This design comes from an exercise in tuning for small area on the open sky130 flow, not from production work.
The RTL was checked by simulation tests, not by an equivalence proof against the original design.
Power is estimated from default activity; no workload was simulated. No driver is modelled on the clock port, so clocking that relies on it looks cheaper here than on a real chip.

==> inputs of job 6641 <==
Design uartAxiBridge, start of the top module:
module uartAxiBridge (
  input  logic        clk,
  input  logic        axi_resetn,
  input  logic [7:0]  rxByte,
  input  logic        rxByteValid,
  input  logic        txReady,
  output logic [7:0]  txByte,
  output logic        txByteStrobe,
  output logic [31:0] axi_awaddr,
  output logic [2:0]  axi_awprot,
  output logic        axi_awvalid,
  input  logic        axi_awready,
  output logic [31:0] axi_wdata,
  output logic [3:0]  axi_wstrb,
  output logic        axi_wvalid,
  input  logic        axi_wready,
  input  logic [1:0]  axi_bresp,
  input  logic        axi_bvalid,
  output logic        axi_bready,
  output logic [31:0] axi_araddr,
  output logic [2:0]  axi_arprot,
  output logic        axi_arvalid,
  input  logic        axi_arready,
  input  logic [31:0] axi_rdata,
  input  logic [1:0]  axi_rresp,
  input  logic        axi_rvalid,
  output logic        axi_rready
);
  logic                      cmdValid;
  logic [16*8-1:0] rxWindow;
  logic                      pushReq;
  logic [108-1:0]    pushEntry;
  logic                      respPush;
  logic                      respPop;
  logic [108-1:0]    respHead;
  logic                      respFull;
  logic                      respEmpty;
  assign axi_awprot = 3'b001;
  assign axi_arprot = 3'b001;
  assign axi_wstrb  = 4'hF;
  frameReceiver i_frameReceiver (
    .clk(clk), .axi_resetn(axi_resetn),
    .rxByte(rxByte), .rxByteValid(rxByteValid),
    .cmdValid(cmdValid), .rxWindow(rxWindow)
  );
  ...
Settings: LEC_CHECK=0, ABC_AREA=1, CAP_MARGIN=20, CORE_MARGIN=2, CORE_UTILIZATION=40, SLEW_MARGIN=20; clock period 5.5 ns.
standard.sh (not shown) runs the stock make flow with config.mk's settings and CLKGATE_MAP_FILE= SYNTH_SCRIPT=/design/flow/synth_recipe.tcl, a recipe that flattens the netlist after the stock synthesis.
==> flow/flow/run.sh <==
#!/bin/bash
# Own layout flow: the standard ORFS flow (standard.sh, unchanged synthesis, floorplan,
# power grid and routing) with a lighter clock tree (no dummy loads, larger sink clusters)
# and the smallest buffer on the ports. Each step's full log stays in orfs/logs/; make's own
# output goes to make.log in this folder.
set -euo pipefail
bash standard.sh finish \
  "CTS_ARGS=-sink_clustering_enable -repair_clock_nets -dont_use_dummy_load -buf_list sky130_fd_sc_hd__clkbuf_16 -sink_clustering_size 30 -sink_clustering_max_diameter 100" \
  "BUFFER_PORTS_ARGS=-buffer_cell sky130_fd_sc_hd__buf_1" > make.log 2>&1
==> job 8983 (differences from job 6641) <==
--- a/flow/design.v
+++ b/flow/design.v
@@ -162,25 +162,19 @@
     endcase
   end
   assign immPush    = cmdValid && immValid;
   assign startRead  = cmdValid && (opcode == uartAxiBridgePkg::OP_READ) && (rdState == RD_IDLE);
   assign startWrite = cmdValid && (opcode == uartAxiBridgePkg::OP_WRITE) && (wrState == WR_IDLE);
   assign rdPushOk = (rdState == RD_DONE) && !respFull && !respPush && !immPush;
   assign wrPushOk = (wrState == WR_DONE) && !respFull && !respPush && !immPush && !rdPushOk;
   assign pushReq = (immPush && !respFull) || rdPushOk || wrPushOk;
-  always_comb
-  begin
-    if (immPush)
-      pushEntry = {2'd0, immKind, cmdSeq, cmdAddr, cmdData};
-    else if (rdPushOk)
-      pushEntry = {2'd1, rdResp, rdSeq, rdAddr, rdData};
-    else
-      pushEntry = {2'd2, wrResp, wrSeq, wrAddr, wrData};
-  end
+  assign pushEntry = ({108{immPush}}  & {2'd0, immKind, cmdSeq, cmdAddr, cmdData}) |
+                     ({108{rdPushOk}} & {2'd1, rdResp, rdSeq, rdAddr, rdData}) |
+                     ({108{wrPushOk}} & {2'd2, wrResp, wrSeq, wrAddr, wrData});
   assign axi_arvalid = (rdState == RD_ADDR);
   assign axi_rready  = (rdState != RD_DONE);
   assign axi_awvalid = (wrState == WR_REQ) && !awDone;
   assign axi_wvalid  = (wrState == WR_REQ) && !wDone;
   assign axi_bready  = (wrState != WR_DONE);
   assign awHs        = axi_awvalid && axi_awready;
   assign wHs         = axi_wvalid && axi_wready;
   assign axi_araddr = rdAddr[31:0];
@@ -265,17 +259,22 @@
   logic [1:0]             rdPtr;
   logic [2:0]             count;
   logic [2:0]             countNext;
   logic [1:0]             wrPtrNext;
   logic                   doPush;
   logic                   doPop;
   assign doPush = respPush && !respFull;
   assign doPop  = respPop && !respEmpty;
-  assign respHead  = queueMem[rdPtr];
+  always_comb
+  begin
+    respHead = '0;
+    for (int i = 0; i < 4; i++)
+      respHead = respHead | ({108{doPop && (rdPtr == 2'(i))}} & queueMem[i]);
+  end
   assign respFull  = (count == 3'(4));
   assign respEmpty = (count == '0);
   assign countNext = count + {2'b00, doPush} - {2'b00, doPop};
   assign wrPtrNext = wrPtr + {1'b0, doPush};
   always_ff @(posedge clk)
   begin
     if (!axi_resetn)
     begin
@@ -291,80 +290,77 @@
       count    <= countNext;
       if (doPop)
         rdPtr <= rdPtr + 2'd1;
     end
   end
   always_ff @(posedge clk)
   begin
     if (pushReq && (countNext != 3'(4)))
-      queueMem[wrPtrNext] <= pushEntry;
+      queueMem[wrPtrNext] <= ~pushEntry;
   end
 endmodule
 `timescale 1ns/100ps
 module frameTransmitter
 (
   input  logic                    clk,
   input  logic                    axi_resetn,
   input  logic [108-1:0]  respHead,
   input  logic                    respEmpty,
   output logic                    respPop,
   input  logic                    txReady,
   output logic [7:0]              txByte,
   output logic                    txByteStrobe
 );
   typedef enum logic {TX_IDLE, TX_SEND} txStateE;
   txStateE                txState;
-  logic [108-1:0] txEntry;
+  logic [3:0]             txKindN;
+  logic [108-5:0] txBytesN;
+  logic                   txShift;
   logic [15:0]            txCrc;
   logic [3:0]             byteIdx;
   logic                   lastStrobe;
   logic [7:0]             msgByte;
   logic [3:0]             kind;
   logic [7:0]             respByte;
   logic [95:0]            fixedFields;
   logic                   useFixed;
-  logic [7:0]             rawByte;
   logic [7:0]             fixedByte;
-  logic [8*14-1:0] msg;
   assign respPop = (txState == TX_IDLE) && !respEmpty;
   assign txByteStrobe = (txState == TX_SEND) && txReady && !lastStrobe;
-  assign kind = txEntry[107:104];
+  assign kind = ~txKindN;
   always_comb
   begin
     case (kind)
       4'd0:    respByte = {2'b00, uartAxiBridgePkg::RSP_NOP};
       4'd1:    respByte = {2'b00, uartAxiBridgePkg::RSP_BUSY_READ};
       4'd2:    respByte = {2'b00, uartAxiBridgePkg::RSP_BUSY_WRITE};
       4'd3:    respByte = {2'b00, uartAxiBridgePkg::RSP_INVALID};
       4'd4, 4'd5, 4'd6, 4'd7:
                respByte = {kind[1:0], uartAxiBridgePkg::RSP_READ};
       default: respByte = {kind[1:0], uartAxiBridgePkg::RSP_WRITE};
     endcase
   end
   assign fixedFields = (kind == 4'd3) ? {64'h10BA_D0BA_D00D_AD00, 32'hFFFF_FFFF} :
                                          {64'hDEAD_CAFE_1234_5678, 32'h0000_0001};
   assign useFixed    = (kind == 4'd0) || (kind == 4'd3);
-  assign msg         = {respByte, txEntry[103:0]};
   always_comb
   begin
-    rawByte   = 8'h00;
     fixedByte = 8'h00;
-    for (int i = 0; i < 14; i++)
-      if (byteIdx == 4'(i))
-        rawByte = msg[8*14-1-8*i -: 8];
     for (int i = 2; i < 14; i++)
       if (byteIdx == 4'(i))
         fixedByte = fixedFields[8*14-17-8*(i-2) -: 8];
-    if (useFixed && (byteIdx >= 4'd2))
+    if (byteIdx == 4'd0)
+      msgByte = respByte;
+    else if (useFixed && (byteIdx >= 4'd2))
       msgByte = fixedByte;
     else if ((kind == 4'd1) && (byteIdx >= 4'd10))
       msgByte = 8'h00;
     else
-      msgByte = rawByte;
+      msgByte = ~txBytesN[108-5 -: 8];
   end
   always_comb
   begin
     if (byteIdx < 4'(14))
       txByte = msgByte;
     else if (byteIdx == 4'(14))
       txByte = txCrc[7:0];
     else
@@ -389,23 +385,28 @@
       else if (txByteStrobe)
       begin
         byteIdx <= byteIdx + 4'd1;
         if (byteIdx == 4'(16 - 1))
           txState <= TX_IDLE;
       end
     end
   end
+  assign txShift = txByteStrobe && (byteIdx != 4'd0) && (byteIdx < 4'(14));
+  always_ff @(posedge clk)
+  begin
+    txKindN  <= respHead[108-1 -: 4] | ({4{!respPop}} & txKindN);
+    txBytesN <= respHead[108-5:0] |
+                ({(108-4){txShift}} & {txBytesN[108-13:0], 8'hFF}) |
+                ({(108-4){!respPop && !txShift}} & txBytesN);
+  end
   always_ff @(posedge clk)
   begin
     if (respPop)
-    begin
-      txEntry <= respHead;
       txCrc   <= 16'hFFFF;
-    end
     else if (txByteStrobe && (byteIdx < 4'(14)))
       txCrc <= uartAxiBridgePkg::crc16Update(txCrc, msgByte);
   end
 endmodule
 `timescale 1ns/100ps
 module uartAxiBridge (
   input  logic        clk,
   input  logic        axi_resetn,
==> flow/flow/run.sh (replaced) <==
#!/bin/bash
# Own layout flow: the standard ORFS flow (standard.sh) with four changes to how the layout
# is made:
#  - no half/full-adder extraction before ABC (ADDER_MAP_FILE empty): the design has no wide
#    adders, and extraction turned small decoders into half-adder cells;
#  - ABC maps the logic with &nf and area recovery, five rounds (flow/abc_area.script), instead
#    of ORFS's area script,
#    which maps with map -B 0.9 and then buffers and upsizes; flip-flop mapping is unchanged;
#  - a lighter clock tree: no dummy loads, larger sink clusters;
#  - the smallest buffer (buf_1) on the ports.
# Every step's full log stays in orfs/logs/; make's own output goes to make.log in this folder.
set -euo pipefail
here=$(pwd)
rm -rf "$here/scripts_own"
cp -r "$FLOW_HOME/scripts" "$here/scripts_own"
cp "$here/flow/abc_area.script" "$here/scripts_own/abc_area.script"
bash standard.sh finish \
  "SCRIPTS_DIR=$here/scripts_own" \
  "ADDER_MAP_FILE=" \
  "CTS_ARGS=-sink_clustering_enable -repair_clock_nets -dont_use_dummy_load -buf_list sky130_fd_sc_hd__clkbuf_16 -sink_clustering_size 34 -sink_clustering_max_diameter 90" \
  "BUFFER_PORTS_ARGS=-buffer_cell sky130_fd_sc_hd__buf_1" > make.log 2>&1
==> flow/flow/abc_area.script (new file) <==
strash
&get -n
&dch -f
&nf -R 1000
&put
strash
&get -n
&dch -f
&nf -R 1000
&put
strash
&get -n
&dch -f
&nf -R 1000
&put
strash
&get -n
&dch -f
&nf -R 1000
&put
strash
&get -n
&dch -f
&nf -R 1000
&put
topo
PLACE_DENSITY = 0.9   (was default)
==> impl_metrics.tcl <==
set metrics [dict create \
    status "timing/DRC/antenna clean" \
    syn-instance-count 1858 \
    slowest_stage "buf_4" \
    cpMostUsedCell "buf_4" \
    synth_edf_count 772 \
    pwr-share-comb_pct 13.9 \
    grt_pass1_wl_microns 116000 \
    utilization_pct 43.7 \
]
The numbers above come from job 8983.

==> impl_metrics.tcl <==
set metrics [dict create \
    synth_edf_count 880 \
    syn-instance-count 2926 \
    pwr-share-comb_pct 22.7 \
    utilization_pct 43.2 \
    grt_pass1_wl_microns 130000 \
    status "timing/DRC/antenna clean" \
    slowest_stage "nor2_1" \
]
The numbers above come from job 6641.

[afterwards: timing with drivers on the ports]
Ports are ideal in the flow. The routed layouts listed here were re-timed in OpenROAD. Step 1: set_driving_cell puts a clkbuf_16 on clk and a buf_2 on each other input, an assumption about the parent block. Step 2 also shifts input and output timing later by t, the mid clock arrival at the registers, as if the neighbouring blocks saw the same clock. Three values: ideal ports, drivers, drivers and shift; two values: the first two.
| run | t, ns | setup slack, ns | clock arrival spread, ns |
|---|---|---|---|
| job 6641 | 0.649 | 0.800 / 0.737 / 1.386 | 0.064 / 0.064 |
| job 8983 | 0.631 | 1.026 / 1.006 / 1.026 | 0.113 / 0.113 |
After both steps setup and hold are still met in every run listed.
